What follows belongs to an exercise in optimizing a design on an open flow for small area, a short achievable clock period and few clock cycles per item; a production flow would make more cautious choices.
Where RTL was checked, it was by simulation tests only, not by an equivalence proof against the original.
Function not checked in runs 1 and 2: the RTL went through the layout flow alone.
Power is estimated from default activity; no workload was simulated.

## design/flow/flow/run.sh

```bash
#!/bin/bash
# Layout flow: the standard flow (standard.sh, unchanged synthesis) with
# two repair settings changed: timing repair aims below the clock period
# (a larger setup margin), and ports are buffered with buf_4 cells.
# make's full output goes to run_make.log in the work folder.
set -euo pipefail
cd "$(dirname "$0")/.."
MARGIN=${MARGIN:-5.9}
bash standard.sh \
  "SETUP_SLACK_MARGIN=${MARGIN}" \
  "BUFFER_PORTS_ARGS=-buffer_cell sky130_fd_sc_hd__buf_4" \
  finish > run_make.log 2>&1
test -f out/final.def
```

## design/flow/standard.sh

```bash
#!/bin/bash
# synth_recipe.tcl (not shown) runs the flow's synth.tcl, then flattens the netlist and writes it again
# the make line also repeats each setting of config.mk as NAME=value (left out here)
make -C /OpenROAD-flow-scripts/flow DESIGN_CONFIG=/design/flow/config.mk WORK_HOME=/design/flow/orfs CLKGATE_MAP_FILE= SYNTH_SCRIPT=/design/flow/synth_recipe.tcl "${@:-finish}"
```

## design/flow/config.mk

```make
export PLATFORM = sky130hd
export DESIGN_NAME = ospfb_top
export DESIGN_NICKNAME = ospfb_top
export VERILOG_FILES = /design/flow/design.v
export SDC_FILE = /design/flow/constraint.sdc
export NUM_CORES = 4
export LEC_CHECK = 0
export ABC_CLOCK_PERIOD_IN_PS = 3000
export CAP_MARGIN = 20
export CORE_MARGIN = 2
export CORE_UTILIZATION = 45
export CTS_CLUSTER_DIAMETER = 150
export CTS_CLUSTER_SIZE = 28
export SLEW_MARGIN = 20
```

## design/flow/constraint.sdc

```tcl
create_clock -name core_clock -period 9.0 [get_ports {clk}]
set_input_delay 1.8000 -clock core_clock [delete_from_list [all_inputs] [get_ports {clk}]]
set_output_delay 1.8000 -clock core_clock [all_outputs]
set_load 0.01 [all_outputs]
```

## design/flow/design.v

```verilog
package ospfb_pkg;
  localparam int SAMPLE_W = 16;
  localparam int COEFF_W  = 8;
  localparam int ACC_W    = 21;
  localparam int OUT_W    = 18;
  typedef logic signed [SAMPLE_W-1:0] sample_t;
  typedef logic signed [COEFF_W-1:0]  coeff_t;
  typedef logic signed [ACC_W-1:0]    acc_t;
  typedef logic signed [OUT_W-1:0]    out_t;
  localparam int OUT_MAX = (1 << (OUT_W - 1)) - 1;
  localparam int OUT_MIN = -(1 << (OUT_W - 1));
  localparam int DIG_W = 5;
endpackage
`timescale 1ns/1ns
import ospfb_pkg::*;
module ospfb_ctrl #(
  parameter int FFT_LEN = 32,
  parameter int DEC_FAC = 24,
  parameter int PTAPS   = 4,
  localparam int BR_W   = $clog2(FFT_LEN)
) (
  input  logic                     clk,
  input  logic                     rst_n,
  input  logic                     in_valid,
  output logic                     in_ready,
  output logic [FFT_LEN-1:0]       wsel,
  output logic                     commit,
  output logic                     late,
  output logic                     beat_valid,
  output logic                     beat_last,
  output logic [PTAPS*DIG_W-1:0]   beat_dig,
  output logic                     frame_start
);
  localparam int NCOEF = FFT_LEN * PTAPS;
  logic [DIG_W-1:0] dig_tab [NCOEF];
  for (genvar k = 0; k < NCOEF; k++) begin : g_coef
    localparam int H  = ((3 * k) % 11) - 5;
    localparam int B  = (H >= 3) ? 1 : ((H <= -3) ? -1 : 0);
    localparam int A  = H - 4 * B;
    assign dig_tab[k] = {A != 0, (A == 2) || (A == -2), A < 0, B != 0, B < 0};
  end
  logic [4:0]  koff;
  logic [4:0]  rres;     
  logic [4:0]  rres_m1;  
  logic        rd_act;
  logic        end_q;    
  logic        ok;
  logic        chk_q;    
  logic        fresh;
  logic [1:0]  g2;       
  logic [2:0]  gs;       
  logic [4:0]  prd_p1;   
  logic [2:0]  frs;      
  logic signed [6:0] dw;  
  logic signed [6:0] da;  
  logic [FFT_LEN-1:0] pvr;     
  logic [4:0]  apos;     
  logic [4:0]  wres;
  logic [4:0]  ares;
  logic [4:0]  ares_p1;
  logic        inv;
  logic        rdy_q;    
  logic        accept;
  logic        end_sw;
  logic        start_rd;
  logic [4:0]  koff_n;
  logic [4:0]  rres_n;
  logic        rd_n;
  logic [1:0]  g2_n;
  logic [2:0]  gs_n;
  logic [2:0]  frs_n;
  logic signed [6:0] dw_n;
  logic [4:0]  age0;
  logic        le_0, le_24, le_m24;
  logic        pv1_n, le_a, le_b, late_s, late_c, late_n;
  logic signed [7:0] dwi;
  logic [4:0]  age1_n;
  logic        wr_next;
  logic [4:0]  wpos_q;   
  logic        pv_nx;      
  logic        commit_n;
  logic [7:0]  x0, x1;
  logic        chk_n;
  logic        free_0, free_1;
  logic        rdy_0, rdy_1;
  logic [4:0]  p_n;
  logic [4:0]  wpos;
  logic [PTAPS*DIG_W-1:0] dig_n, dig_c, dig_s;
  assign accept   = in_valid && rdy_q;
  assign end_sw   = end_q;
  assign start_rd = end_sw && ((ok && chk_q) || (!dw[6] && gs < 3'd2));
  assign koff_n = fresh ? 5'd6  : koff + 5'd1;
  assign rres_n = fresh ? 5'd17 : rres_m1;
  assign rd_n   = end_sw ? start_rd : rd_act;
  assign g2_n   = g2 + 2'(start_rd);
  assign gs_n   = (start_rd && gs != 3'd5) ? gs + 3'd1 : gs;
  assign frs_n  = start_rd ? gs : frs;
  assign age0     = 5'(wres - 5'd1 - rres_m1);
  assign le_0     = $signed({dw[6], dw}) <= $signed({3'b000, age0});
  assign le_24    = ($signed({dw[6], dw}) - 8'sd24) <= $signed({3'b000, age0});
  assign le_m24   = ($signed({dw[6], dw}) + 8'sd24) <= $signed({3'b000, age0});
  assign pv1_n    = pvr[2] || wsel[1];
  assign dwi      = $signed({dw[6], dw}) + $signed({7'b0, inv});
  assign age1_n   = 5'(wres + 5'(inv) - rres_n);
  assign le_a     = dwi <= $signed({3'b000, age1_n});
  assign le_b     = (dwi + 8'sd24) <= $signed({3'b000, age1_n});
  assign late_s   = pv1_n && le_a && gs <= 3'd1;
  assign late_c   = pv1_n && (((koff_n == 5'd31) || end_sw || !rd_act) ? (le_a && gs <= 3'd1) : (le_b && gs <= 3'd2));
  assign late_n   = start_rd ? late_s : late_c;
  assign pv_nx    = (pvr[1] && !late) || wsel[0];
  assign dw_n     = dw + 7'(inv) - (start_rd ? 7'sd24 : 7'sd0);
  assign wr_next  = inv && (wres == rres_m1);
  assign commit_n = !fresh && pv_nx &&
                    (wr_next ? (start_rd ? (dw < 7'sd24) : dw[6]) : (start_rd ? le_24 : le_0));
  assign x0 = 8'(dw) + 8'(inv) + 8'(5'({2'(3 * g2), 3'b000} + koff + 5'd1));
  assign x1 = 8'(dw) + 8'(inv) - 8'd24 + 8'({2'(3 * (g2 + 2'd1)), 3'b000});
  assign chk_n = start_rd ? !x1[7] : !x0[7];
  assign free_0 = !pvr[apos] || (commit && apos == 5'd0) || ((late || commit_n) && apos == 5'd1);
  assign free_1 = !pvr[5'(apos - 5'd1)] || (commit && apos == 5'd1) || ((late || commit_n) && apos == 5'd2);
  assign rdy_0 = free_0 && (fresh || apos[0])  && (start_rd ? (da < 7'sd48) : (da < 7'sd24));
  assign rdy_1 = free_1 && (fresh || !apos[0]) && (start_rd ? (da < 7'sd47) : (da < 7'sd23));
  assign wpos = 5'(rres_n - 5'd1 - ares);
  assign wsel = inv ? (FFT_LEN'(1) << wpos_q) : '0;
  function automatic logic [PTAPS*DIG_W-1:0] beat_digits(input logic [4:0] p, input logic [2:0] f);
    logic [7:0] thr;
    case (f)
      3'd0:    thr = 8'd24;
      3'd1:    thr = 8'd48;
      3'd2:    thr = 8'd72;
      3'd3:    thr = 8'd96;
      3'd4:    thr = 8'd120;
      default: thr = 8'd255;
    endcase
    for (int t = 0; t < PTAPS; t++) begin
      if ((8'(32 * t) + 8'(p)) >= thr)
        beat_digits[t*DIG_W +: DIG_W] = '0;
      else
        beat_digits[t*DIG_W +: DIG_W] = dig_tab[t*FFT_LEN + int'(p)];
    end
  endfunction
  assign dig_c = beat_digits(prd_p1, frs);
  assign dig_s = beat_digits({2'(3 * g2), 3'b000}, gs);
  assign dig_n = start_rd ? dig_s : dig_c;
  assign p_n   = start_rd ? {2'(3 * g2), 3'b000} : prd_p1;
  always_ff @(posedge clk or negedge rst_n) begin
    if (!rst_n) begin
      rd_act      <= 1'b0;
      end_q       <= 1'b0;
      ok          <= 1'b0;
      chk_q       <= 1'b0;
      fresh       <= 1'b1;
      g2          <= '0;
      gs          <= '0;
      dw          <= -7'sd24;
      da          <= -7'sd24;
      pvr         <= '0;
      late        <= 1'b0;
      apos        <= 5'd17;
      wres        <= '0;
      ares        <= '0;
      ares_p1     <= 5'd1;
      inv         <= 1'b0;
      in_ready    <= 1'b0;
      rdy_q       <= 1'b0;
      beat_valid  <= 1'b0;
      beat_last   <= 1'b0;
      frame_start <= 1'b0;
    end else begin
      rd_act   <= rd_n;
      end_q    <= (koff_n == 5'd31);
      ok       <= fresh ? 1'b0 : (end_sw ? 1'b1 : (ok && chk_q));
      chk_q    <= chk_n;
      if (accept) fresh <= 1'b0;
      g2       <= g2_n;
      gs       <= gs_n;
      dw       <= dw_n;
      da       <= da + 7'(accept) - (start_rd ? 7'sd24 : 7'sd0);
      pvr      <= wsel | {pvr[0] && !commit, pvr[FFT_LEN-1:2], pvr[1] && !late};
      late     <= late_n;
      apos     <= 5'((fresh ? 5'd18 : apos) - 5'd1 - 5'(accept));
      wres     <= wres + 5'(inv);
      if (accept) begin
        ares    <= ares_p1;
        ares_p1 <= ares_p1 + 5'd1;
      end
      inv      <= accept;
      in_ready <= (in_valid && in_ready) ? rdy_1 : rdy_0;
      rdy_q    <= accept ? rdy_1 : rdy_0;
      beat_valid  <= rd_n;
      beat_last   <= rd_n && (koff_n == 5'd31);
      frame_start <= rd_n && (koff_n == 5'd0);
    end
  end
  always_ff @(posedge clk) begin
    koff    <= koff_n;
    wpos_q  <= wpos;
    rres    <= rres_n;
    rres_m1 <= rres_n - 5'd1;
    prd_p1  <= p_n + 5'd1;
    frs     <= frs_n;
    commit  <= commit_n;
  end
  always_ff @(posedge clk) begin
    beat_dig <= dig_n;
  end
endmodule
`timescale 1ns/1ns
import ospfb_pkg::*;
module pfb_delay_line #(
  parameter int FFT_LEN = 32,
  parameter int PTAPS   = 4
) (
  input  logic                      clk,
  input  logic [FFT_LEN-1:0]        wsel,      
  input  logic [SAMPLE_W-1:0]       wdata,
  input  logic                      commit,    
  input  logic                      late,      
  output logic [PTAPS*SAMPLE_W-1:0] taps_data  
);
  localparam int CW = PTAPS * SAMPLE_W;
  localparam int SW = SAMPLE_W;
  logic [FFT_LEN*CW-1:0] tap;
  logic [FFT_LEN*SW-1:0] pend;
  always_ff @(posedge clk) begin
    for (int k = 0; k < FFT_LEN; k += 2) begin
      logic pol;
      pol = ((k + 1) >> 1) & 1;
      pend[k*SW +: SW]     <= wsel[k] ? (wdata ^ {SW{pol}}) : ~pend[(k+1)*SW +: SW];
      pend[(k+1)*SW +: SW] <= pend[((k+2)%FFT_LEN)*SW +: SW];
    end
    for (int k = 1; k < FFT_LEN - 1; k++) begin
      tap[k*CW +: CW]  <= tap[(k+1)*CW +: CW];
    end
    tap[CW-1:2*SW] <= tap[CW+CW-1:CW+2*SW];
    tap[2*SW-1:0]  <= late ? {tap[CW+SW-1:CW], ~pend[SW+SW-1:SW]} : tap[CW+2*SW-1:CW];
    tap[(FFT_LEN-1)*CW +: CW]  <= commit ? {tap[CW-SW-1:0], pend[SW-1:0]} : tap[CW-1:0];
  end
  assign taps_data = tap[CW-1:0];
endmodule
`timescale 1ns/1ns
import ospfb_pkg::*;
module pfb_mac #(
  parameter int PTAPS = 4
) (
  input  logic                      clk,
  input  logic                      rst_n,
  input  logic                      beat_valid,
  input  logic                      beat_last,
  input  logic [PTAPS*DIG_W-1:0]    beat_dig,
  input  logic [PTAPS*SAMPLE_W-1:0] taps_data,
  output logic                      acc_valid,
  output ospfb_pkg::acc_t           acc,
  output logic                      acc_last
);
  localparam int W = ACC_W;
  localparam int NV = 2 * PTAPS + 1;
  logic [W-1:0] v [NV];
  logic [2:0]   nb;
  localparam logic [W-1:0] K_SIGN = W'(-(PTAPS * (1 << (SAMPLE_W)) + PTAPS * (1 << (SAMPLE_W + 1))));
  always_comb begin
    nb = '0;
    for (int t = 0; t < PTAPS; t++) begin
      logic [SAMPLE_W-1:0] x;
      logic a_nz, a_two, a_neg, b_nz, b_neg;
      logic [SAMPLE_W:0]   ma;
      logic [SAMPLE_W-1:0] mb;
      x = taps_data[t*SAMPLE_W +: SAMPLE_W];
      {a_nz, a_two, a_neg, b_nz, b_neg} = beat_dig[t*DIG_W +: DIG_W];
      if (a_two)      ma = {x, 1'b0};
      else if (a_nz)  ma = {x[SAMPLE_W-1], x};
      else            ma = '0;
      ma = ma ^ {(SAMPLE_W+1){a_neg}};
      mb = (b_nz ? x : '0) ^ {SAMPLE_W{b_neg}};
      v[2*t]   = W'({~ma[SAMPLE_W], ma[SAMPLE_W-1:0]});
      v[2*t+1] = W'({~mb[SAMPLE_W-1], mb[SAMPLE_W-2:0], 1'b0, a_neg});
      nb = nb + 3'(b_neg);
    end
    v[NV-1] = K_SIGN | W'({nb, 2'b00});
  end
  function automatic logic [2*W-1:0] csa(input logic [W-1:0] a, input logic [W-1:0] b, input logic [W-1:0] c);
    logic [W-1:0] s, cy;
    s  = a ^ b ^ c;
    cy = ((a & b) | (a & c) | (b & c)) << 1;
    csa = {cy, s};
  endfunction
  logic [W-1:0] s1, c1, s2, c2, s3, c3, s4, c4, s5, c5, s6, c6, s7, c7;
  logic [W-1:0] sum;
  always_comb begin
    {c1, s1} = csa(v[0], v[1], v[2]);
    {c2, s2} = csa(v[3], v[4], v[5]);
    {c3, s3} = csa(v[6], v[7], v[8]);
    {c4, s4} = csa(s1, c1, s2);
    {c5, s5} = csa(c2, s3, c3);
    {c6, s6} = csa(s4, c4, s5);
  end
  logic [W-1:0] s_q, c_q, e_q;
  logic         v_q, l_q;
  always_comb begin
    {c7, s7} = csa(s_q, c_q, e_q);
    sum = s7 + c7;
  end
  always_ff @(posedge clk or negedge rst_n) begin
    if (!rst_n) begin
      v_q       <= 1'b0;
      l_q       <= 1'b0;
      acc_valid <= 1'b0;
      acc_last  <= 1'b0;
    end else begin
      v_q       <= beat_valid;
      l_q       <= beat_valid && beat_last;
      acc_valid <= v_q;
      acc_last  <= l_q;
    end
  end
  always_ff @(posedge clk) begin
    s_q <= s6;
    c_q <= c6;
    e_q <= c5;
    acc <= sum;
  end
endmodule
`timescale 1ns/1ns
import ospfb_pkg::*;
module pfb_out_stage (
  input  logic clk,
  input  logic rst_n,
  input  logic acc_valid,
  input  ospfb_pkg::acc_t acc,
  input  logic acc_last,
  output logic out_valid,
  output ospfb_pkg::out_t out_data,
  output logic out_last,
  output logic out_sat
);
  logic clip;
  assign clip = (acc[ACC_W-1:OUT_W-1] != '0) && (acc[ACC_W-1:OUT_W-1] != '1);
  always_ff @(posedge clk or negedge rst_n) begin
    if (!rst_n) begin
      out_valid <= 1'b0;
      out_last  <= 1'b0;
      out_sat   <= 1'b0;
    end else begin
      out_valid <= acc_valid;
      out_last  <= acc_valid && acc_last;
      out_sat   <= acc_valid && clip;
    end
  end
  always_ff @(posedge clk) begin
    if (clip) out_data <= acc[ACC_W-1] ? OUT_W'(OUT_MIN) : OUT_W'(OUT_MAX);
    else      out_data <= acc[OUT_W-1:0];
  end
endmodule
`timescale 1ns/1ns
import ospfb_pkg::*;
module ospfb_top #(
  parameter int FFT_LEN = 32,
  parameter int DEC_FAC = 24,
  parameter int PTAPS   = 4,
  localparam int BR_W   = $clog2(FFT_LEN)
) (
  input  logic    clk,
  input  logic    rst_n,
  input  logic    in_valid,
  input  ospfb_pkg::sample_t in_data,
  output logic    in_ready,
  output logic    out_valid,
  output ospfb_pkg::out_t    out_data,
  output logic    out_last,
  output logic    out_sat,
  output logic    frame_start
);
  logic [SAMPLE_W-1:0]       in_q;
  logic [FFT_LEN-1:0]        wsel;
  logic                      commit;
  logic                      late;
  logic                      beat_valid;
  logic                      beat_last;
  logic [PTAPS*DIG_W-1:0]    beat_dig;
  logic [PTAPS*SAMPLE_W-1:0] taps_data;
  logic                      acc_valid;
  ospfb_pkg::acc_t           acc;
  logic                      acc_last;
  always_ff @(posedge clk) begin
    in_q <= in_data;
  end
  ospfb_ctrl #(
    .FFT_LEN(FFT_LEN),
    .DEC_FAC(DEC_FAC),
    .PTAPS  (PTAPS)
  ) i_ctrl (
    .clk        (clk),
    .rst_n      (rst_n),
    .in_valid   (in_valid),
    .in_ready   (in_ready),
    .wsel       (wsel),
    .commit     (commit),
    .late       (late),
    .beat_valid (beat_valid),
    .beat_last  (beat_last),
    .beat_dig   (beat_dig),
    .frame_start(frame_start)
  );
  pfb_delay_line #(
    .FFT_LEN(FFT_LEN),
    .PTAPS  (PTAPS)
  ) i_delay_line (
    .clk      (clk),
    .wsel     (wsel),
    .wdata    (in_q),
    .commit   (commit),
    .late     (late),
    .taps_data(taps_data)
  );
  pfb_mac #(
    .PTAPS(PTAPS)
  ) i_mac (
    .clk       (clk),
    .rst_n     (rst_n),
    .beat_valid(beat_valid),
    .beat_last (beat_last),
    .beat_dig  (beat_dig),
    .taps_data (taps_data),
    .acc_valid (acc_valid),
    .acc       (acc),
    .acc_last  (acc_last)
  );
  pfb_out_stage i_out_stage (
    .clk      (clk),
    .rst_n    (rst_n),
    .acc_valid(acc_valid),
    .acc      (acc),
    .acc_last (acc_last),
    .out_valid(out_valid),
    .out_data (out_data),
    .out_last (out_last),
    .out_sat  (out_sat)
  );
endmodule
```

==> summary.txt, run 1 <==
RSZ-0062 raised after global routing yes; H-tree levels 3; Layout Cells excl Fill roughly 7.0k; share of synthesized registers carrying an async set or reset 0.0318; Crit Reg-Reg Startpoint i_ctrl.wres[0]; DRT Pass-1 Iters 5; Initial Util 0.453; GR Layer Usage met2 0.192; Seq/Total Area, Yosys 0.790; Iter 0 DRT Violations between 1.5k and 2k; global-route wire length before repair 170000 µm; syn nets slightly above 5k; Synth area leader dfxtp_1; IO buf count just over 40; critical path class reg2reg; final clock period utilization by the worst path 0.350; critical path endpoint category flop; Switching Share 0.289; Layout fillers between 10k and 15k; ys flop type dfxtp_1; GRT busiest layer met1; Post-Syn Instances a little under 5k; R2R Setup Slk 5.85 ns; outcome no timing/DRC/antenna violations; Slew HR 0.297; post-synthesis compound-gate area fraction 0.0402; Die ar. approximately 160000 µm²; final hold slack 0.308 ns; Pint approximately 19 mW; synthesized area approximately 72000 µm²; Sw Pwr around 8 mW; Post-synth top cells dfxtp_1, nand2_1, nor2_1; Vias per Instance about 4.5; CP Max Fanout 2; Leak Pwr between 30 and 40 nW; clock network power share 0.211; Total Wirelength ~110000 µm; P&R area growth vs syn 8.19%; HP Start i_delay_line.tap[836]; PD cells between 300 and 400 nW/µm²; most frequent cell after synthesis dfxtp_1; hold buffer count at cts 0; WHS Endpoint i_delay_line.tap[772]; slew of the pin with the lowest slew margin around 1.1 ns; Final setup viols 0; overall power between 20 and 30 mW; Worst EP arrival between 3 and 4 ns; CP Launch Type flop; Maximum Capacitance Violations 0; CTS sink cnt 2803; total CTS buffers 110; Max Slew Vio Count 0; Die X between 400 and 500 µm; mux share of post-synthesis cell area 0.0374; syn_area_per_cell 14.6 µm²; worst reg-to-reg path cell count 14; yosys synthesis warning count 7; Worst Setup Slack, final between 5 and 6 ns; Clock Tree Buf Depth 3; combinational power share 0.227; Root Driver clkbuf_16; Post-DP HPWL slightly below 70000 µm; maximum clock frequency between 0.3 and 0.4 GHz; met1 global-route usage 0.199; ANT nets after route 0; Synth cell types between 70 and 80; top-level port count 42; Reg clk slew, reported paths between 0.1 and 0.15 ns; Tot GR Track Use 0.131; GPL Wtd Cong 0.827; Max VDD drop roughly 0.20 mV; HP Class reg2reg; grt met3 use 0.0230; chip height 403 µm; CP required roughly 9.7 ns; Worst Skew about 0.045 ns; Synth Area in Simple Gates 0.0374; largest net degree at the start of global routing 55; initial antenna violation count 7; reg-to-reg endpoint i_ctrl.rdy_q; flops & latches, synth around 2.8k; DR DRC count 0; setup TNS 0 ns; post-route minimum period 3.15 ns; top cells by area, synth dfxtp_1, fa_1, dfrtp_1; row count 146; nets approximately 5.2k; TritonCTS clock tree done; wire per inst approximately 15 µm; worst skew pair latency approximately 0.76 ns; sequential share of power 0.562; pre-CTS WS 5.31 ns; Synth Area in XOR/XNOR 0.0251; Synth Area in Adders 0.0526; Final Hold Viols 0; share of cells above drive strength 1 0.0774; Vias approximately 31k; placed insts just under 7k; number of global-route vias before repair around 30k; Yosys top cell area share 0.757; core area around 160000 µm²; Post-synth EDFFs 3; worst hold path depth 0; largest family of logic cells by synthesized area adder cells; grt ovf 0
## power by group through the flow
stage,logic (mW),registers (mW),clock network [mW]
after floorplan,4.63,14.8,0
after global placement,5.88,15.5,0
after detailed placement,6.02,15.5,0
after CTS,6.12,15.2,5.95
after global routing,7.02,15.4,6.36
final,6.13,15.2,5.71
## logic make-up (layout without fill, tap and decap cells)
logic type	Yosys count	after routing
flops	2803	2803
simple gates	629	629
compound gates	486	486
buf+inv	327	379
fa+ha+maj	239	239
mux	233	233
xor+xnor	204	204
other cells	0	1
## metal layers
layer  share of wire  wire length [µm]
met5               0                 0
met3           0.038              4040
met2            0.41             44100
met1            0.52             55600
met4           0.025              2620
## cells in the final DEF (no fill, tap or decap), types with 6 or more instances in the layout
cell type | Yosys | final
or2_2 | 8 | 8
ha_1 | 135 | 127
buf_6 | 2 | 8
clkbuf_1 | 127 | 12
dfxtp_1 | 2711 | 2695
nand2b_1 | 27 | 26
and3_1 | 13 | 13
xnor2_1 | 119 | 119
dfstp_2 | 10 | 8
nand4_1 | 10 | 10
a21o_1 | 36 | 36
ha_2 | 0 | 6
dfxtp_2 | 0 | 11
inv_1 | 161 | 156
dfrtp_1 | 79 | 78
mux2i_1 | 132 | 132
clkbuf_16 | 0 | 114
o21ai_0 | 147 | 143
nor2b_1 | 9 | 8
nor2_1 | 189 | 188
nand3_1 | 23 | 23
o22ai_1 | 9 | 8
mux2_2 | 81 | 81
xor2_1 | 84 | 82
mux4_2 | 20 | 20
nand2_1 | 301 | 298
o21a_1 | 10 | 10
a31oi_1 | 11 | 11
fa_1 | 104 | 102
o21bai_1 | 21 | 21
buf_4 | 0 | 72
a211oi_1 | 8 | 6
a22o_1 | 8 | 8
nor3_1 | 23 | 23
and2_1 | 7 | 6
a21oi_1 | 178 | 173
## worst max path at each step
stage                        startpoint      endpoint  slack, ns  depth (start not counted)
finish                   i_ctrl.wres[0]  i_ctrl.rdy_q       5.85                         14
global route             i_ctrl.wres[0]  i_ctrl.rdy_q       5.63                         14
CTS                     i_ctrl.in_ready      in_ready       5.77                          1
detailed placement  i_ctrl.beat_dig[10]  i_mac.s_q[3]       5.31                          9
global placement    i_ctrl.beat_dig[10]  i_mac.s_q[3]       5.27                          9
floorplan                  i_ctrl.fresh   i_ctrl.late       5.88                         15
## worst max-delay path, cell delays in order (launching register included)
cell,delay [ns]
dfrtp_1,0.38
ha_2,0.20
inv_2,0.04
fa_2,0.37
inv_2,0.06
a21o_1,0.12
a21oi_2,0.07
xor2_2,0.15
ha_1,0.35
a311oi_2,0.28
o21ai_1,0.12
mux2i_1,0.22
nand4b_1,0.18
a2111oi_4,0.38
a211o_1,0.18
## sequential cells by signal, summed over array words and instances, names as in the netlist, 7 cells and up
| name | flops |
|---|---|
| i_mac.c_q | 19 |
| i_delay_line.tap | 2048 |
| i_ctrl.da | 7 |
| i_ctrl.beat_dig | 20 |
| i_out_stage.out_data | 18 |
| in_q | 16 |
| i_mac.e_q | 17 |
| i_mac.s_q | 19 |
| i_ctrl.pvr | 32 |
| i_ctrl.dw | 7 |
| i_delay_line.pend | 512 |
| i_mac.acc | 21 |
## per-stage QoR
step	cell area, µm²	utilization
6_report	77500	0.490
3_5_place_dp	74200	0.469
3_3_place_gp	74100	0.469
4_1_cts	77300	0.489
2_1_floorplan	71700	-
5_1_grt	77500	0.490
## area by class of cell
cell class | instances | area, µm² | area share
antenna | 1 | 2.50 | 0.0000323
clock buffer | 126 | 2900 | 0.0374
clock inverter | 3 | 66.3 | 0.000855
inverter | 166 | 627 | 0.00808
multi-input combinational | 1791 | 14000 | 0.181
sequential | 2803 | 56600 | 0.730
tap | 2072 | 2590 | 0.0334
timing repair buffer | 84 | 696 | 0.00897
## what timing repair did
action,CTS,global route
cloned,0,0
buffers inserted,13,7
gates resized for setup,34,33
setup endpoints to repair,49,55
pin swaps,13,13
==> run 2, diff against run 1 <==
--- a/design/flow/config.mk
+++ b/design/flow/config.mk
@@ -8,7 +8,7 @@
 export ABC_CLOCK_PERIOD_IN_PS = 3000
 export CAP_MARGIN = 20
 export CORE_MARGIN = 2
-export CORE_UTILIZATION = 45
+export CORE_UTILIZATION = 40
 export CTS_CLUSTER_DIAMETER = 150
 export CTS_CLUSTER_SIZE = 28
 export SLEW_MARGIN = 20
==> summary.txt, run 2 <==
Maximum Capacitance Violations 0 (unchanged); CP max stage cell dfrtp_1 (unchanged); worst skew pair latency 0.77 ns (was 0.76 ns); CP Max Fanout 3 (was 2); reg-to-reg endpoint i_ctrl.in_ready (was i_ctrl.rdy_q); Initial Util 0.402 (was 0.453); Layout Cells excl Fill 7348 (was 7046); IO buf count 41 (unchanged); Iter 0 DRT Violations 1761 (was 1847); H-tree levels 3 (unchanged); row count 155 (was 146); max FFs per register 2048 (unchanged); chip height 427 µm (was 403 µm); syn nets 5179 (unchanged); Tot GR Track Use 0.121 (was 0.131); initial antenna violation count 7 (unchanged); yosys synthesis warning count 7 (unchanged); TritonCTS clock tree done (unchanged); Reg clk slew, reported paths 0.11 ns (was 0.12 ns); CP Depth 13 (was 14); RSZ-0062 raised after global routing yes (unchanged); share of synthesized registers carrying an async set or reset 0.0318 (unchanged); cells along the critical path ha_2 -> inv_2 -> fa_2 -> xor2_1 -> ha_1 -> a21oi_2 -> nand2_2 -> a311oi_2 -> o21ai_1 -> mux2i_1 -> nand4b_1 -> a2111oi_4 -> a211o_1 (was ha_2 -> inv_2 -> fa_2 -> inv_2 -> a21o_1 -> a21oi_2 -> xor2_2 -> ha_1 -> a311oi_2 -> o21ai_1 -> mux2i_1 -> nand4b_1 -> a2111oi_4 -> a211o_1); syn_area_per_cell 14.6 µm² (unchanged); met2 routed WL 45500 µm (was 44100 µm); final hold slack 0.314 ns (was 0.308 ns); global-route wire length before repair 174000 µm (was 170000 µm); Vias per Instance 4.24 (was 4.46); GPL Wtd Cong 0.817 (was 0.827); critical path's top delay family compound AO/OA/AOI/OAI gates (unchanged); Crit Reg-Reg Startpoint i_ctrl.wres[0] (unchanged); CP required 9.72 ns (was 9.69 ns); Synth Area in Simple Gates 0.0374 (unchanged); Die X 427 µm (was 403 µm); most frequent cell after synthesis dfxtp_1 (unchanged); Final Hold Viols 0 (unchanged); grt ovf 0 (unchanged); commonest non-fill, non-tap cells in the layout dfxtp_1, nand2_1, nor2_1, a21oi_1, inv_1 (unchanged); largest net degree at the start of global routing 62 (was 55); Worst Setup Slack, final 5.78 ns (was 5.85 ns); pre-CTS WS 5.53 ns (was 5.31 ns); DRT Pass-1 Iters 5 (unchanged); Synth Area in Adders 0.0526 (unchanged); worst stage delay on the critical path 0.39 ns (was 0.38 ns); Clock Tree Buf Depth 3 (unchanged); crit path buf inv count 1 (was 2); Post-synth EDFFs 3 (unchanged); outcome no timing/DRC/antenna violations (unchanged); Max Slew Vio Count 0 (unchanged); met1 WL 57200 µm (was 55600 µm); Synth Area in XOR/XNOR 0.0251 (unchanged); CP Capture Point i_ctrl.in_ready (was i_ctrl.rdy_q); maximum clock frequency 0.311 GHz (was 0.317 GHz); worst reg-to-reg path cell count 13 (was 14); HP Class reg2reg (unchanged); core area 178000 µm² (was 158000 µm²); final clock period utilization by the worst path 0.358 (was 0.350); slew of the pin with the lowest slew margin 1.07 ns (was 1.05 ns); Post-DP HPWL 70500 µm (was 68700 µm); share of cells above drive strength 1 0.0820 (was 0.0774); wire per inst 14.9 µm (was 15.1 µm); number of global-route vias before repair 30.6k (was 30.5k); Vias 31.2k (was 31.4k); post-synthesis compound-gate area fraction 0.0402 (unchanged); flops & latches, synth 2803 (unchanged); Worst Skew 0.0368 ns (was 0.0446 ns); ANT nets after route 0 (unchanged); critical path class reg2reg (unchanged); Post-Syn Instances 4921 (unchanged); Post-synth top cells dfxtp_1, nand2_1, nor2_1 (unchanged); Yosys top cell area share 0.757 (unchanged); critical path endpoint category flop (unchanged); worst setup path start i_ctrl.wres[0] (unchanged); Worst EP arrival 3.94 ns (was 3.84 ns); Leak Pwr 32.0 nW (was 31.9 nW); Slew HR 0.286 (was 0.297); placed insts 7180 (was 6893); Max VDD drop 0.233 mV (was 0.196 mV); P&R area growth vs syn 8.89% (was 8.19%); hold buffer count at cts 0 (unchanged); ys flop type dfxtp_1 (unchanged); Reg with most FFs i_delay_line.tap (unchanged); nets 5226 (was 5214); post-route minimum period 3.22 ns (was 3.15 ns); Synth cell types 72 (unchanged); synthesized area 71700 µm² (unchanged); Root Driver clkbuf_16 (unchanged); most common cell after layout, fill and taps aside dfxtp_1 (unchanged); CTS sink cnt 2803 (unchanged); CP Launch Type flop (unchanged); total CTS buffers 110 (unchanged); R2R Setup Slk 5.78 ns (was 5.85 ns); top-level port count 42 (unchanged); Total Wirelength 109000 µm (was 106000 µm); top sig layer met4 (unchanged); mux share of post-synthesis cell area 0.0374 (unchanged); Top Registers i_delay_line.tap x2048, i_delay_line.pend x512, i_ctrl.pvr x32 (unchanged); Seq/Total Area, Yosys 0.790 (unchanged); Die ar. 183000 µm² (was 162000 µm²); Synth area leader dfxtp_1 (unchanged); Final setup viols 0 (unchanged); setup TNS 0 ns (unchanged); DR DRC count 0 (unchanged); length of routed met3 wiring 3870 µm (was 4040 µm); top cells by area, synth dfxtp_1, fa_1, dfrtp_1 (unchanged); PD cells 347 nW/µm² (was 348 nW/µm²); largest family of logic cells by synthesized area adder cells (unchanged)
run 2: cell count changes in the layout (fill, tap and decap cells not counted), moves of 2 or more:
cell      before   now
buf_12         1     3
buf_4         72    77
buf_6          8    14
clkinv_1       4     2
clkinv_2       0     2
dfxtp_1     2695  2692
dfxtp_2       11    17
dfxtp_4        5     2
diode_2        1     5
fa_1         102   100
fa_2           2     4
nand2_1      298   296
nand2_2        2     4
run 2: layout make-up:
class | count | area [µm²]
fillers | 15800 | 100000
flip-flops and latches | 2803 | 56600
multi-input cells | 1791 | 14000
well taps | 2355 | 2950
clock buffers | 127 | 2890
repair buffers | 96 | 826
inverters | 166 | 633
clock inverters | 5 | 70.1
diodes | 5 | 12.5
run 2: power breakdown:
group / switching (mW) / leakage (nW) / total [mW] / internal, mW
registers: 1.06 / 23.4 / 15.2 / 14.1
logic: 3.38 / 7.17 / 6.15 / 2.78
clock network: 3.43 / 1.45 / 5.72 / 2.29
run 2: repair_timing:
item / CTS / global route
hold endpoints to repair: 0 / 0
buffers inserted: 11 / 19
endpoints found under the setup margin: 56 / 52
gates resized for setup: 46 / 37
pin swaps: 12 / 16
run 2: how the worst min path moves through the flow:
stage | start | end | slack, ns | cells after the start
2_1_floorplan | i_delay_line.pend[128] | i_delay_line.pend[112] | 0.31 | 0
6_report | i_delay_line.tap[1432] | i_delay_line.tap[1368] | 0.31 | 0
4_1_cts | i_delay_line.tap[893] | i_delay_line.tap[829] | 0.30 | 0
5_1_grt | i_delay_line.tap[893] | i_delay_line.tap[829] | 0.30 | 0
3_3_place_gp | i_delay_line.tap[330] | i_delay_line.tap[266] | 0.31 | 0
3_5_place_dp | i_delay_line.pend[394] | i_delay_line.pend[378] | 0.31 | 0
run 2: kinds of logic after synthesis:
group                      after synthesis
xor gates and xnor gates               204
AOI/OAI and AO/OA                      486
buffers and inverters                  327
DFF                                   2803
muxes                                  233
adders and majority gates              239
and+or+nand+nor                        629
run 2: metal layers:
layer / GRT usage / up-vias
li1: - / 15700
met1: 0.179 / 14900
met2: 0.180 / 406
met3: 0.0207 / 140
met4: 0.0360 / 0
met5: 0 / -
run 2: stage by stage:
step | cell area (µm²) | power (mW) | util
4_1_cts | 77700 | 27.3 | 0.436
2_1_floorplan | 71700 | 19.4 | -
5_1_grt | 78000 | 28.9 | 0.438
3_5_place_dp | 74500 | 21.5 | 0.418
6_report | 78000 | 27.1 | 0.438
3_3_place_gp | 74500 | 21.3 | 0.418
==> run 3, diff against run 2 <==
--- a/design/flow/design.v
+++ b/design/flow/design.v
@@ -59,7 +59,7 @@
   logic [4:0]  ares;
   logic [4:0]  ares_p1;
   logic        inv;
-  logic        rdy_q;    
+  logic        nrdy_q;   
   logic        accept;
   logic        end_sw;
   logic        start_rd;
@@ -70,7 +70,7 @@
   logic [2:0]  gs_n;
   logic [2:0]  frs_n;
   logic signed [6:0] dw_n;
-  logic [4:0]  age0;
+  logic [4:0]  age0;     
   logic        le_0, le_24, le_m24;
   logic        pv1_n, le_a, le_b, late_s, late_c, late_n;
   logic signed [7:0] dwi;
@@ -86,7 +86,7 @@
   logic [4:0]  p_n;
   logic [4:0]  wpos;
   logic [PTAPS*DIG_W-1:0] dig_n, dig_c, dig_s;
-  assign accept   = in_valid && rdy_q;
+  assign accept   = in_valid && !nrdy_q;
   assign end_sw   = end_q;
   assign start_rd = end_sw && ((ok && chk_q) || (!dw[6] && gs < 3'd2));
   assign koff_n = fresh ? 5'd6  : koff + 5'd1;
@@ -95,13 +95,12 @@
   assign g2_n   = g2 + 2'(start_rd);
   assign gs_n   = (start_rd && gs != 3'd5) ? gs + 3'd1 : gs;
   assign frs_n  = start_rd ? gs : frs;
-  assign age0     = 5'(wres - 5'd1 - rres_m1);
   assign le_0     = $signed({dw[6], dw}) <= $signed({3'b000, age0});
   assign le_24    = ($signed({dw[6], dw}) - 8'sd24) <= $signed({3'b000, age0});
   assign le_m24   = ($signed({dw[6], dw}) + 8'sd24) <= $signed({3'b000, age0});
   assign pv1_n    = pvr[2] || wsel[1];
   assign dwi      = $signed({dw[6], dw}) + $signed({7'b0, inv});
-  assign age1_n   = 5'(wres + 5'(inv) - rres_n);
+  assign age1_n   = fresh ? 5'(5'd15 + 5'(inv)) : 5'(age0 + 5'd1 + 5'(inv));
   assign le_a     = dwi <= $signed({3'b000, age1_n});
   assign le_b     = (dwi + 8'sd24) <= $signed({3'b000, age1_n});
   assign late_s   = pv1_n && le_a && gs <= 3'd1;
@@ -109,7 +108,7 @@
   assign late_n   = start_rd ? late_s : late_c;
   assign pv_nx    = (pvr[1] && !late) || wsel[0];
   assign dw_n     = dw + 7'(inv) - (start_rd ? 7'sd24 : 7'sd0);
-  assign wr_next  = inv && (wres == rres_m1);
+  assign wr_next  = inv && (age0 == 5'd31);
   assign commit_n = !fresh && pv_nx &&
                     (wr_next ? (start_rd ? (dw < 7'sd24) : dw[6]) : (start_rd ? le_24 : le_0));
   assign x0 = 8'(dw) + 8'(inv) + 8'(5'({2'(3 * g2), 3'b000} + koff + 5'd1));
@@ -156,12 +155,13 @@
       pvr         <= '0;
       late        <= 1'b0;
       apos        <= 5'd17;
+      age0        <= 5'd15;
       wres        <= '0;
       ares        <= '0;
       ares_p1     <= 5'd1;
       inv         <= 1'b0;
       in_ready    <= 1'b0;
-      rdy_q       <= 1'b0;
+      nrdy_q      <= 1'b1;
       beat_valid  <= 1'b0;
       beat_last   <= 1'b0;
       frame_start <= 1'b0;
@@ -177,6 +177,7 @@
       da       <= da + 7'(accept) - (start_rd ? 7'sd24 : 7'sd0);
       pvr      <= wsel | {pvr[0] && !commit, pvr[FFT_LEN-1:2], pvr[1] && !late};
       late     <= late_n;
+      age0     <= age1_n;
       apos     <= 5'((fresh ? 5'd18 : apos) - 5'd1 - 5'(accept));
       wres     <= wres + 5'(inv);
       if (accept) begin
@@ -184,8 +185,8 @@
         ares_p1 <= ares_p1 + 5'd1;
       end
       inv      <= accept;
-      in_ready <= (in_valid && in_ready) ? rdy_1 : rdy_0;
-      rdy_q    <= accept ? rdy_1 : rdy_0;
+      in_ready <= accept ? rdy_1 : rdy_0;
+      nrdy_q   <= !(accept ? rdy_1 : rdy_0);
       beat_valid  <= rd_n;
       beat_last   <= rd_n && (koff_n == 5'd31);
       frame_start <= rd_n && (koff_n == 5'd0);
==> summary.txt, run 3 <==
outcome no timing/DRC/antenna violations (unchanged); worst stage delay on the critical path 0.42 ns (was 0.39 ns); global-route wire length before repair 173000 µm (was 174000 µm); setup TNS 0 ns (unchanged); met1 global-route usage 0.180 (was 0.179); GR Layer Usage met2 0.175 (was 0.180); CTS sink cnt 2803 (unchanged); Vias per Instance 4.26 (was 4.24); DRT Pass-1 Iters 7 (was 5); critical path class reg2out (was reg2reg); Die X 427 µm (about the same); FF+latch area 56700 µm² (was 56600 µm²); PD cells 359 nW/µm² (was 347 nW/µm²); maximum clock frequency 0.322 GHz (was 0.311 GHz); post-route minimum period 3.11 ns (was 3.22 ns); most frequent cell after synthesis dfxtp_1 (unchanged); Post-DP HPWL 69500 µm (was 70500 µm); top-level port count 42 (unchanged); Layout fillers 15.8k (about the same); Worst EP arrival 1.31 ns (was 3.94 ns); GRT busiest layer met1 (was met2); syn nets 5159 (was 5179); largest net degree at the start of global routing 61 (was 62); Final setup viols 0 (unchanged); design area 77600 µm² (was 78000 µm²); share of synthesized registers carrying an async set or reset 0.0318 (unchanged); Clock Tree Buf Depth 3 (unchanged); Tot GR Track Use 0.119 (was 0.121); Worst Skew 0.0705 ns (was 0.0368 ns); Vias 31.1k (was 31.2k); Reg clk slew, reported paths 0.12 ns (was 0.11 ns); Synth cell types 80 (was 72); DR DRC count 0 (unchanged); CP required 7.20 ns (was 9.72 ns); ANT nets after route 0 (unchanged); Leak Pwr 32.0 nW (about the same); Final Hold Viols 0 (unchanged); core area 178000 µm² (about the same); top cells by area, synth dfxtp_1, fa_1, dfrtp_1 (unchanged); most common cell after layout, fill and taps aside dfxtp_1 (unchanged); Total Wirelength 107000 µm (was 109000 µm); Slew HR 0.278 (was 0.286); critical path's top delay family flip-flops (was compound AO/OA/AOI/OAI gates); CP Launch Type flop (unchanged); CP Max Fanout 1 (was 3); final hold slack 0.284 ns (was 0.314 ns); grt ovf 0 (unchanged); wire per inst 14.7 µm (was 14.9 µm); Yosys top cell area share 0.758 (was 0.757); initial antenna violation count 5 (was 7); grt met3 use 0.0198 (was 0.0207); Post-synth top cells dfxtp_1, nand2_1, nor2_1 (unchanged); row count 155 (unchanged); RSZ-0062 raised after global routing yes (unchanged); Die ar. 182000 µm² (was 183000 µm²); commonest non-fill, non-tap cells in the layout dfxtp_1, nand2_1, nor2_1, a21oi_1, inv_1 (unchanged); HP Class reg2reg (unchanged); overall power 27.8 mW (was 27.1 mW); Root Driver clkbuf_16 (unchanged); worst skew pair latency 0.80 ns (was 0.77 ns); syn_area_per_cell 14.6 µm² (about the same); post-layout util 0.436 (was 0.438); number of global-route vias before repair 30.8k (was 30.6k); critical path endpoint category output port (was flop); cells along the critical path buf_6 (was ha_2 -> inv_2 -> fa_2 -> xor2_1 -> ha_1 -> a21oi_2 -> nand2_2 -> a311oi_2 -> o21ai_1 -> mux2i_1 -> nand4b_1 -> a2111oi_4 -> a211o_1); H-tree levels 3 (unchanged); Post-synth EDFFs 3 (unchanged); chip height 427 µm (about the same); Top Registers i_delay_line.tap x2048, i_delay_line.pend x512, i_ctrl.pvr x32 (unchanged); nets 5184 (was 5226); Post-Syn Instances 4910 (was 4921); area post-placement 74300 µm² (was 74500 µm²); CP max stage cell dfrtp_1 (unchanged); Max Slew Vio Count 0 (unchanged); slew of the pin with the lowest slew margin 1.08 ns (was 1.07 ns); Reg with most FFs i_delay_line.tap (unchanged); share of cells above drive strength 1 0.0757 (was 0.0820); hold buffer count at cts 0 (unchanged); yosys synthesis warning count 7 (unchanged); Iter 0 DRT Violations 1802 (was 1761); Synth area leader dfxtp_1 (unchanged); Initial Util 0.402 (about the same); ys flop type dfxtp_1 (unchanged); max FFs per register 2048 (unchanged); Max VDD drop 0.267 mV (was 0.233 mV); TritonCTS clock tree done (unchanged); Maximum Capacitance Violations 0 (unchanged); IO buf count 41 (unchanged); final clock period utilization by the worst path 0.345 (was 0.358); P&R area growth vs syn 8.39% (was 8.89%); combined area of the multi-input logic cells 13800 µm² (was 14000 µm²); crit path buf inv count 1 (unchanged); flops & latches, synth 2803 (unchanged); total CTS buffers 110 (unchanged); Seq/Total Area, Yosys 0.791 (was 0.790); synthesized area 71600 µm² (was 71700 µm²); GPL Wtd Cong 0.823 (was 0.817)
## run 3: changes by cell type after synthesis, sizes merged, moves of 6 or more
cell	change
o21ai	-18
nand2	-18
nor2	+15
ha	-7
clkbuf	-6
a21oi	+12
and3	-6
nor2b	+8
buf	+12
o21bai	-6
## run 3: per-stage QoR
stage / instances / worst slack, ns
after floorplan: 4910 / 5.86
after global placement: 7154 / 5.31
after detailed placement: 7155 / 5.34
after CTS: 7285 / 5.79
after global routing: 7308 / 5.80
final: 7309 / 5.89
## run 3: report_power, final
part,switching [mW],internal (mW)
clock network,3.44,2.26
logic,3.49,2.73
registers,1.15,14.8
## run 3: worst paths after layout
path,slack [ns],to,start,cells past startpoint
worst min-delay path,0.28,i_delay_line.tap[979],i_delay_line.tap[1043],0
min in group asynchronous,0.95,i_ctrl.ares_p1[3],rst_n,1
worst max register to register,5.97,i_ctrl.beat_dig[16],i_ctrl.prd_p1[0],11
worst max-delay path,5.89,in_ready,i_ctrl.in_ready,1
max in group asynchronous,6.76,i_ctrl.late,rst_n,2
worst min register to register,0.28,i_delay_line.tap[979],i_delay_line.tap[1043],0
## run 3: cells by family after synthesis
logic type | share of synthesized area
AO/OA/AOI/OAI | 0.0406
XOR/XNOR | 0.0241
adder cells (fa/ha/maj) | 0.0509
buffers and inverters | 0.0178
flip-flops | 0.791
multiplexers | 0.0374
AND/OR/NAND/NOR | 0.0382
## run 3: routing by layer
layer	share of wire	vias to the layer above
met2	0.41	360
met4	0.025	0
met1	0.53	14900
li1	-	15700
met5	0	-
met3	0.033	157
## run 3: repair_timing
action	CTS	global route
setup endpoints to repair	44	44
setup buffers	0	23
pin swaps	0	2
resized for setup	29	18
## run 3: layout make-up
| type | count | area share |
|---|---|---|
| Clock inverter | 8 | 0.00156 |
| Clock buffer | 122 | 0.0363 |
| Antenna cell | 1 | 0.0000323 |
| Multi-Input combinational cell | 1776 | 0.177 |
| Timing Repair Buffer | 80 | 0.00823 |
| Sequential cell | 2803 | 0.730 |
| Tap cell | 2355 | 0.0380 |
| Inverter | 164 | 0.00808 |
Testbench counts of run 3, summed over its fixed seeds: cycles 12,528, items 12,288.
==> run 4, diff against run 3 <==
--- a/design/flow/config.mk
+++ b/design/flow/config.mk
@@ -8,7 +8,7 @@
 export ABC_CLOCK_PERIOD_IN_PS = 3000
 export CAP_MARGIN = 20
 export CORE_MARGIN = 2
-export CORE_UTILIZATION = 40
+export CORE_UTILIZATION = 55
 export CTS_CLUSTER_DIAMETER = 150
 export CTS_CLUSTER_SIZE = 28
 export SLEW_MARGIN = 20
==> summary.txt, run 4 <==
critical path endpoint category output port (unchanged); HP Class reg2reg (unchanged); largest net degree at the start of global routing 49 (was 61); met1 global-route usage 0.249 (was 0.180); yosys synthesis warning count 7 (unchanged); syn nets 5159 (unchanged); CP Depth 1 (unchanged); crit path buf inv count 1 (unchanged); share of synthesized registers carrying an async set or reset 0.0318 (unchanged); worst skew pair latency 0.76 ns (was 0.80 ns); CP Max Fanout 1 (unchanged); Tot GR Track Use 0.161 (was 0.119); P&R area growth vs syn 7.37% (was 8.39%); nets 5180 (was 5184); Max Slew Vio Count 0 (unchanged); overall power 27.7 mW (was 27.8 mW); Synth area leader dfxtp_1 (unchanged); most common cell after layout, fill and taps aside dfxtp_1 (unchanged); Worst EP arrival 1.29 ns (was 1.31 ns); Leak Pwr 32.1 nW (was 32.0 nW); initial antenna violation count 1 (was 5); Initial Util 0.553 (was 0.402); worst stage delay on the critical path 0.40 ns (was 0.42 ns); Post-Syn Instances 4910 (unchanged); synthesized area 71600 µm² (unchanged); Vias per Instance 4.64 (was 4.26); Worst Setup Slack, final 5.91 ns (was 5.89 ns); critical path's top delay family flip-flops (unchanged); cells along the critical path buf_6 (unchanged); number of global-route vias before repair 30.1k (was 30.8k); global-route wire length before repair 169000 µm (was 173000 µm); GR Layer Usage met2 0.236 (was 0.175); Vias 31.1k (about the same); syn_area_per_cell 14.6 µm² (unchanged); worst reg-to-reg path cell count 9 (was 11); outcome no timing/DRC/antenna violations (unchanged); Root Driver clkbuf_16 (unchanged); critical path class reg2out (unchanged); Max VDD drop 0.247 mV (was 0.267 mV); GPL Wtd Cong 0.829 (was 0.823); row count 132 (was 155); Synth cell types 80 (unchanged); GRT busiest layer met1 (unchanged); pre-CTS WS 5.27 ns (was 5.34 ns); Die X 365 µm (was 427 µm); Worst Skew 0.0450 ns (was 0.0705 ns); most frequent cell after synthesis dfxtp_1 (unchanged); DRT Pass-1 Iters 5 (was 7); Slew HR 0.351 (was 0.278); grt ovf 0 (unchanged); design area 76800 µm² (was 77600 µm²); share of cells above drive strength 1 0.0735 (was 0.0757); top cells by area, synth dfxtp_1, fa_1, dfrtp_1 (unchanged); Iter 0 DRT Violations 1756 (was 1802); ANT nets after route 0 (unchanged); top-level port count 42 (unchanged); Post-DP HPWL 67900 µm (was 69500 µm); Reg clk slew, reported paths 0.12 ns (about the same); wire per inst 15.8 µm (was 14.7 µm); Top Registers i_delay_line.tap x2048, i_delay_line.pend x512, i_ctrl.pvr x32 (unchanged); Layout fillers 10.1k (was 15.8k); area post-placement 73600 µm² (was 74300 µm²); Post-synth EDFFs 3 (unchanged); core area 129000 µm² (was 178000 µm²); grt met3 use 0.0239 (was 0.0198); max FFs per register 2048 (unchanged); Reg with most FFs i_delay_line.tap (unchanged); total CTS buffers 110 (unchanged); final clock period utilization by the worst path 0.344 (was 0.345); Maximum Capacitance Violations 0 (unchanged); H-tree levels 3 (unchanged); CP required 7.20 ns (about the same); CTS sink cnt 2803 (unchanged); setup TNS 0 ns (unchanged); ys flop type dfxtp_1 (unchanged); TritonCTS clock tree done (unchanged); Die ar. 133000 µm² (was 182000 µm²); chip height 365 µm (was 427 µm); Post-synth top cells dfxtp_1, nand2_1, nor2_1 (unchanged); post-route minimum period 3.09 ns (was 3.11 ns); Yosys top cell area share 0.758 (unchanged); CP max stage cell dfrtp_1 (unchanged); IO buf count 41 (unchanged); commonest non-fill, non-tap cells in the layout dfxtp_1, nand2_1, nor2_1, a21oi_1, inv_1 (unchanged); DR DRC count 0 (unchanged); Final setup viols 0 (unchanged); hold buffer count at cts 0 (unchanged); Seq/Total Area, Yosys 0.791 (unchanged); Total Wirelength 106000 µm (was 107000 µm); CP Launch Type flop (unchanged); flops & latches, synth 2803 (unchanged); RSZ-0062 raised after global routing yes (unchanged); maximum clock frequency 0.323 GHz (was 0.322 GHz); slew of the pin with the lowest slew margin 0.973 ns (was 1.08 ns); Final Hold Viols 0 (unchanged); worst hold path depth 0 (unchanged); Clock Tree Buf Depth 3 (unchanged); PD cells 361 nW/µm² (was 359 nW/µm²)
## run 4: cell count changes in the layout (fill, tap and decap cells not counted), sizes merged
cell    previous run  this run
buf               80        76
clkbuf           122       126
clkinv             6         4
diode              1         2
inv              164       165
## run 4: final cells by class
cell class | instances | area (µm²) | share of cell area
diodes | 2 | 5.00 | 0.0000651
clock buffers | 126 | 2860 | 0.0372
clock inverters | 7 | 158 | 0.00205
inverters | 164 | 626 | 0.00814
multi-input cells | 1776 | 13800 | 0.179
flip-flops and latches | 2803 | 56700 | 0.737
well taps | 1742 | 2180 | 0.0284
repair buffers | 76 | 604 | 0.00786
## run 4: final timing paths
kind	start	end	slack [ns]
max reg2reg	i_ctrl.beat_dig[15]	i_mac.s_q[3]	6.03
min in group asynchronous	rst_n	i_ctrl.pvr[16]	1.05
min	i_delay_line.tap[360]	i_delay_line.tap[296]	0.29
max in group asynchronous	rst_n	i_mac.acc_last	6.76
min reg2reg	i_delay_line.tap[360]	i_delay_line.tap[296]	0.29
max	i_ctrl.in_ready	in_ready	5.91
## run 4: cells by family (layout without fill, tap and decap cells)
group	Yosys count	after routing	synth area share
flops	2803	2803	0.791
simple gates	631	631	0.0382
compound gates	485	485	0.0406
buf+inv	331	373	0.0178
mux	233	233	0.0374
fa+ha+maj	230	230	0.0509
xor+xnor	197	197	0.0241
other cells	0	2	0
## run 4: where the power goes
| part | total, mW | switching (mW) | leakage, nW | internal [mW] |
|---|---|---|---|---|
| Clock | 5.73 | 3.45 | 1.46 | 2.29 |
| Combinational | 6.12 | 3.42 | 7.18 | 2.69 |
| Sequential | 15.9 | 1.12 | 23.4 | 14.8 |
| Total | 27.7 | 7.99 | 32.1 | 19.7 |
## run 4: metrics by stage
step	util	instances	hold slack [ns]
2_1_floorplan	-	4910	0.310
3_3_place_gp	0.569	6546	0.310
3_5_place_dp	0.569	6548	0.312
4_1_cts	0.593	6685	0.285
5_1_grt	0.594	6694	0.294
6_report	0.594	6696	0.291
## run 4: metal layers
metal / share of wire / routed length, µm / up-vias
li1: - / - / 15700
met1: 0.54 / 56600 / 14800
met2: 0.41 / 43100 / 377
met3: 0.032 / 3360 / 156
met4: 0.025 / 2700 / 0
met5: 0 / 0 / -
## run 4: timing repair
action / CTS / global route
buffers inserted: 4 / 9
endpoints found under the setup margin: 38 / 40
gates resized for setup: 23 / 14
pin swaps: 0 / 0
==> run 5, diff against run 4 <==
--- a/design/flow/config.mk
+++ b/design/flow/config.mk
@@ -8,7 +8,8 @@
 export ABC_CLOCK_PERIOD_IN_PS = 3000
 export CAP_MARGIN = 20
 export CORE_MARGIN = 2
-export CORE_UTILIZATION = 55
+export CORE_UTILIZATION = 45
+export CTS_BUF_LIST = sky130_fd_sc_hd__clkbuf_8 sky130_fd_sc_hd__clkbuf_16
 export CTS_CLUSTER_DIAMETER = 150
 export CTS_CLUSTER_SIZE = 28
 export SLEW_MARGIN = 20
==> summary.txt, run 5 <==
FF+latch area 56700 µm² (about the same); H-tree levels 3 (unchanged); Clock Tree Buf Depth 3 (unchanged); critical path's top delay family flip-flops (unchanged); HP Class reg2reg (unchanged); Post-Syn Instances 4910 (unchanged); grt ovf 0 (unchanged); Final setup viols 0 (unchanged); ANT nets after route 0 (unchanged); largest net degree at the start of global routing 54 (was 49); global-route wire length before repair 168000 µm (was 169000 µm); commonest non-fill, non-tap cells in the layout dfxtp_1, nand2_1, nor2_1, a21oi_1, inv_1 (unchanged); Reg clk slew, reported paths 0.11 ns (was 0.12 ns); Initial Util 0.452 (was 0.553); Slew HR 0.303 (was 0.351); Tot GR Track Use 0.129 (was 0.161); combined area of the multi-input logic cells 13800 µm² (about the same); CTS sink cnt 2803 (unchanged); worst skew pair latency 0.74 ns (was 0.76 ns); yosys synthesis warning count 7 (unchanged); max FFs per register 2048 (unchanged); CP Launch Type flop (unchanged); RSZ-0062 raised after global routing yes (unchanged); Post-synth top cells dfxtp_1, nand2_1, nor2_1 (unchanged); synthesized area 71600 µm² (unchanged); Die ar. 162000 µm² (was 133000 µm²); setup TNS 0 ns (unchanged); Reg with most FFs i_delay_line.tap (unchanged); Vias 31.0k (was 31.1k); share of synthesized registers carrying an async set or reset 0.0318 (unchanged); Max VDD drop 0.193 mV (was 0.247 mV); slew of the pin with the lowest slew margin 1.04 ns (was 0.973 ns); Vias per Instance 4.42 (was 4.64); GPL Wtd Cong 0.827 (was 0.829); Synth Area in Simple Gates 0.0382 (unchanged); Die X 403 µm (was 365 µm); CP max stage cell dfrtp_1 (unchanged); DRT Pass-1 Iters 5 (unchanged); Synth Area in XOR/XNOR 0.0241 (unchanged); worst stage delay on the critical path 0.41 ns (was 0.40 ns); outcome no timing/DRC/antenna violations (unchanged); mux share of post-synthesis cell area 0.0374 (unchanged); CP Max Fanout 1 (unchanged); Synth Area in Adders 0.0509 (unchanged); CP required 7.20 ns (about the same); critical path class reg2out (unchanged); P&R area growth vs syn 7.74% (was 7.37%); Max Slew Vio Count 0 (unchanged); Top Registers i_delay_line.tap x2048, i_delay_line.pend x512, i_ctrl.pvr x32 (unchanged); chip height 403 µm (was 365 µm); initial antenna violation count 4 (was 1); R2R Setup Slk 6.01 ns (was 6.03 ns); Iter 0 DRT Violations 1831 (was 1756); Layout fillers 13.6k (was 10.1k); Yosys top cell area share 0.758 (unchanged); share of cells above drive strength 1 0.0712 (was 0.0735); PD cells 359 nW/µm² (was 361 nW/µm²); post-route minimum period 3.08 ns (was 3.09 ns); number of global-route vias before repair 30.0k (was 30.1k); most common cell after layout, fill and taps aside dfxtp_1 (unchanged); maximum clock frequency 0.325 GHz (was 0.323 GHz); row count 146 (was 132); Synth area leader dfxtp_1 (unchanged); top-level port count 42 (unchanged); area post-placement 74000 µm² (was 73600 µm²); flops & latches, synth 2803 (unchanged); Post-DP HPWL 67600 µm (was 67900 µm); Worst EP arrival 1.28 ns (was 1.29 ns); Total Wirelength 104000 µm (was 106000 µm); DR DRC count 0 (unchanged); Maximum Capacitance Violations 0 (unchanged); TritonCTS clock tree done (unchanged); Root Driver clkbuf_16 (unchanged); Worst Skew 0.0313 ns (was 0.0450 ns); total CTS buffers 110 (unchanged); nets 5170 (was 5180); most frequent cell after synthesis dfxtp_1 (unchanged); top cells by area, synth dfxtp_1, fa_1, dfrtp_1 (unchanged); syn nets 5159 (unchanged); cells along the critical path buf_6 (unchanged); Synth cell types 80 (unchanged); critical path endpoint category output port (unchanged); crit path buf inv count 1 (unchanged); largest family of logic cells by synthesized area adder cells (unchanged); Post-synth EDFFs 3 (unchanged); Final Hold Viols 0 (unchanged); final clock period utilization by the worst path 0.342 (was 0.344); Leak Pwr 32.0 nW (was 32.1 nW); IO buf count 41 (unchanged); wire per inst 14.9 µm (was 15.8 µm); final hold slack 0.311 ns (was 0.291 ns); core area 158000 µm² (was 129000 µm²); post-synthesis compound-gate area fraction 0.0406 (unchanged); syn_area_per_cell 14.6 µm² (unchanged); design area 77100 µm² (was 76800 µm²); Seq/Total Area, Yosys 0.791 (unchanged); ys flop type dfxtp_1 (unchanged)
[run 5: worst paths after layout]
path | startpoint | endpoint | depth (start not counted)
setup / recovery | i_ctrl.in_ready | in_ready | 1
hold / removal | i_delay_line.pend[384] | i_delay_line.pend[368] | 0
setup reg to reg | i_ctrl.beat_dig[12] | i_mac.s_q[11] | 6
hold reg to reg | i_delay_line.pend[384] | i_delay_line.pend[368] | 0
max in group asynchronous | rst_n | i_out_stage.out_last | 2
min in group asynchronous | rst_n | i_ctrl.pvr[26] | 1
[run 5: final cells by class]
type	count	share of cell area
clock inverter	19	0.00153
clock buffer	114	0.0368
multi-input combinational	1776	0.178
antenna	2	0.0000649
inverter	164	0.00808
sequential	2803	0.735
tap	2072	0.0336
timing repair buffer	66	0.00677
[run 5: cells by family after synthesis]
group | Yosys count
multiplexers | 233
flip-flops | 2803
XOR/XNOR | 197
adder cells (fa/ha/maj) | 230
AO/OA/AOI/OAI | 485
AND/OR/NAND/NOR | 631
buffers and inverters | 331
[run 5: metrics by stage]
step | power, mW | instances | util | setup slack (ns)
global route | 29.5 | 7014 | 0.487 | 5.83
detailed placement | 22.3 | 6872 | 0.468 | 5.46
CTS | 28.0 | 7005 | 0.487 | 5.83
finish | 27.7 | 7016 | 0.487 | 5.92
global placement | 22.1 | 6872 | 0.468 | 5.38
floorplan | 20.3 | 4910 | - | 5.86
[run 5: report_power, final]
group / internal (mW) / switching, mW
combinational: 2.69 / 3.44
clock: 2.28 / 3.39
sequential: 14.8 / 1.13
[run 5: timing repair]
action                                  CTS  global route
gates resized for setup                  18            18
endpoints found under the setup margin   39            38
setup buffers                             0             7
hold buffers                              0             0
[run 5: metal layers]
| metal | part of all wire | global-route usage | vias up |
|---|---|---|---|
| met2 | 0.40 | 0.185 | 391 |
| met5 | 0 | 0 | - |
| li1 | - | - | 15700 |
| met3 | 0.037 | 0.0233 | 159 |
| met1 | 0.53 | 0.198 | 14800 |
| met4 | 0.026 | 0.0388 | 0 |
==> run 6, diff against run 5 <==
==> design/flow/config.mk (replaced) <==
export PLATFORM = sky130hd
export DESIGN_NAME = ospfb_top
export DESIGN_NICKNAME = ospfb_top
export VERILOG_FILES = /design/flow/design.v
export SDC_FILE = /design/flow/constraint.sdc
export NUM_CORES = 4
export LEC_CHECK = 0
export ABC_AREA = 1
export CAP_MARGIN = 20
export CORE_MARGIN = 2
export CORE_UTILIZATION = 45
export CTS_CLUSTER_DIAMETER = 150
export CTS_CLUSTER_SIZE = 28
export SLEW_MARGIN = 20
==> summary.txt, run 6 <==
Max VDD drop 0.193 mV (about the same); chip height 402 µm (was 403 µm); setup TNS 0 ns (unchanged); DR DRC count 0 (unchanged); total CTS buffers 110 (unchanged); cells along the critical path buf_6 (unchanged); final hold slack 0.298 ns (was 0.311 ns); maximum clock frequency 0.321 GHz (was 0.325 GHz); P&R area growth vs syn 7.98% (was 7.74%); worst skew pair latency 0.79 ns (was 0.74 ns); CP Max Fanout 1 (unchanged); CP required 7.20 ns (about the same); CTS sink cnt 2803 (unchanged); Reg clk slew, reported paths 0.12 ns (was 0.11 ns); Die X 402 µm (was 403 µm); final clock period utilization by the worst path 0.346 (was 0.342); Layout fillers 13.8k (was 13.6k); crit path buf inv count 1 (unchanged); hold buffer count at cts 0 (unchanged); core area 158000 µm² (about the same); most common cell after layout, fill and taps aside dfxtp_1 (unchanged); Layout Cells excl Fill 7534 (was 7016); Max Slew Vio Count 0 (unchanged); Synth area leader dfxtp_1 (unchanged); RSZ-0062 raised after global routing yes (unchanged); top cells by area, synth dfxtp_1, nand2_1, fa_1 (was dfxtp_1, fa_1, dfrtp_1); max FFs per register 2048 (unchanged); R2R Setup Slk 6.05 ns (was 6.01 ns); pre-CTS WS 5.49 ns (was 5.46 ns); GPL Wtd Cong 0.810 (was 0.827); design area 77100 µm² (about the same); critical path endpoint category output port (unchanged); flops & latches, synth 2803 (unchanged); global-route wire length before repair 173000 µm (was 168000 µm); nets 5695 (was 5170); Vias 32.8k (was 31.0k); Root Driver clkbuf_16 (unchanged); Clock Tree Buf Depth 3 (unchanged); share of synthesized registers carrying an async set or reset 0.0318 (unchanged); wire per inst 14.3 µm (was 14.9 µm); Post-DP HPWL 72900 µm (was 67600 µm); ANT nets after route 0 (unchanged); largest net degree at the start of global routing 82 (was 54); grt ovf 0 (unchanged); Post-synth top cells dfxtp_1, nand2_1, inv_1 (was dfxtp_1, nand2_1, nor2_1); critical path's top delay family flip-flops (unchanged); combined area of the multi-input logic cells 12700 µm² (was 13800 µm²); share of cells above drive strength 1 0.0513 (was 0.0712); slew of the pin with the lowest slew margin 0.975 ns (was 1.04 ns); PD cells 407 nW/µm² (was 359 nW/µm²); Worst Setup Slack, final 5.88 ns (was 5.92 ns); Slew HR 0.349 (was 0.303); Post-Syn Instances 5407 (was 4910); CP Launch Type flop (unchanged); commonest non-fill, non-tap cells in the layout dfxtp_1, nand2_1, inv_1, o21ai_0, nor2_1 (was dfxtp_1, nand2_1, nor2_1, a21oi_1, inv_1); initial antenna violation count 4 (unchanged); HP Class reg2reg (unchanged); syn_area_per_cell 13.2 µm² (was 14.6 µm²); Maximum Capacitance Violations 0 (unchanged); yosys synthesis warning count 7 (unchanged); FF+latch area 56600 µm² (was 56700 µm²); Synth cell types 50 (was 80); IO buf count 41 (unchanged); TritonCTS clock tree done (unchanged); ys flop type dfxtp_1 (unchanged); Reg with most FFs i_delay_line.tap (unchanged); Worst EP arrival 1.32 ns (was 1.28 ns); Yosys top cell area share 0.760 (was 0.758); most frequent cell after synthesis dfxtp_1 (unchanged); Post-synth EDFFs 3 (unchanged); worst stage delay on the critical path 0.41 ns (about the same); CP max stage cell dfrtp_1 (unchanged); Iter 0 DRT Violations 1930 (was 1831); syn nets 5656 (was 5159); Initial Util 0.452 (about the same); Total Wirelength 108000 µm (was 104000 µm); Worst Skew 0.0516 ns (was 0.0313 ns); overall power 31.4 mW (was 27.7 mW); post-layout util 0.488 (was 0.487); Vias per Instance 4.35 (was 4.42); Seq/Total Area, Yosys 0.793 (was 0.791); outcome no timing/DRC/antenna violations (unchanged); Leak Pwr 32.5 nW (was 32.0 nW); Final Hold Viols 0 (unchanged); critical path class reg2out (unchanged); synthesized area 71400 µm² (was 71600 µm²); number of global-route vias before repair 31.7k (was 30.0k); placed insts 7385 (was 6872); top-level port count 42 (unchanged); post-route minimum period 3.12 ns (was 3.08 ns); row count 146 (unchanged); area post-placement 73800 µm² (was 74000 µm²); Die ar. 162000 µm² (about the same); Final setup viols 0 (unchanged); H-tree levels 3 (unchanged); DRT Pass-1 Iters 5 (unchanged); Top Registers i_delay_line.tap x2048, i_delay_line.pend x512, i_ctrl.pvr x32 (unchanged); Tot GR Track Use 0.134 (was 0.129)
run 6: changes by cell type after synthesis, sizes merged, moves of 22 or more:
| cell | change |
|---|---|
| xor2 | +101 |
| nand2 | +288 |
| nor2 | +24 |
| mux2 | -82 |
| inv | +255 |
| nand2b | -22 |
| o21ai | +253 |
| mux2i | -133 |
| xnor2 | -106 |
| a21o | -33 |
| nand3 | +108 |
run 6: logic make-up after synthesis:
logic type,after synthesis,share of synthesized area
flip-flops,2803,0.793
AND/OR/NAND/NOR,967,0.0548
AO/OA/AOI/OAI,642,0.0469
buffers and inverters,572,0.0306
adder cells (fa/ha/maj),230,0.0510
XOR/XNOR,192,0.0237
multiplexers,1,0.000158
run 6: final timing paths:
kind / startpoint / to / depth (start not counted)
setup / recovery: i_ctrl.in_ready / in_ready / 1
hold / removal: i_delay_line.tap[2041] / i_delay_line.tap[1977] / 0
setup reg to reg: i_ctrl.beat_dig[18] / i_mac.s_q[3] / 8
hold reg to reg: i_delay_line.tap[2041] / i_delay_line.tap[1977] / 0
max in group asynchronous: rst_n / i_ctrl.inv / 2
min in group asynchronous: rst_n / i_ctrl.pvr[14] / 1
run 6: power by group:
| group | internal [mW] | switching, mW |
|---|---|---|
| clock | 2.26 | 3.45 |
| sequential | 16.2 | 1.40 |
| combinational | 3.18 | 4.88 |
| total | 21.7 | 9.72 |
run 6: what timing repair did:
item	CTS	global route
cloned	4	0
endpoints found under the hold margin	0	0
endpoints found under the setup margin	30	38
setup buffers	2	15
gates resized for setup	26	18
run 6: layout make-up:
class / instances / share of cell area
Timing Repair Buffer: 73 / 0.00740
Antenna cell: 1 / 0.0000325
Sequential cell: 2803 / 0.735
Timing Repair inverter: 4 / 0.000357
Clock inverter: 8 / 0.00226
Multi-Input combinational cell: 2032 / 0.164
Tap cell: 2072 / 0.0336
Clock buffer: 119 / 0.0364
Inverter: 422 / 0.0208
run 6: metal layers:
layer,GRT usage,vias to the layer above,part of all wire
li1,-,16800,-
met1,0.198,15500,0.52
met2,0.203,362,0.42
met3,0.0247,147,0.035
met4,0.0329,0,0.021
met5,0,-,0

Setup slack of run 6, layout unchanged: 5.883 ns with ideal ports, 5.806 ns with driving cells assumed (clock clkbuf_16, inputs buf_2), 5.669 ns with port delays also shifted by the 0.840 ns mid clock arrival.
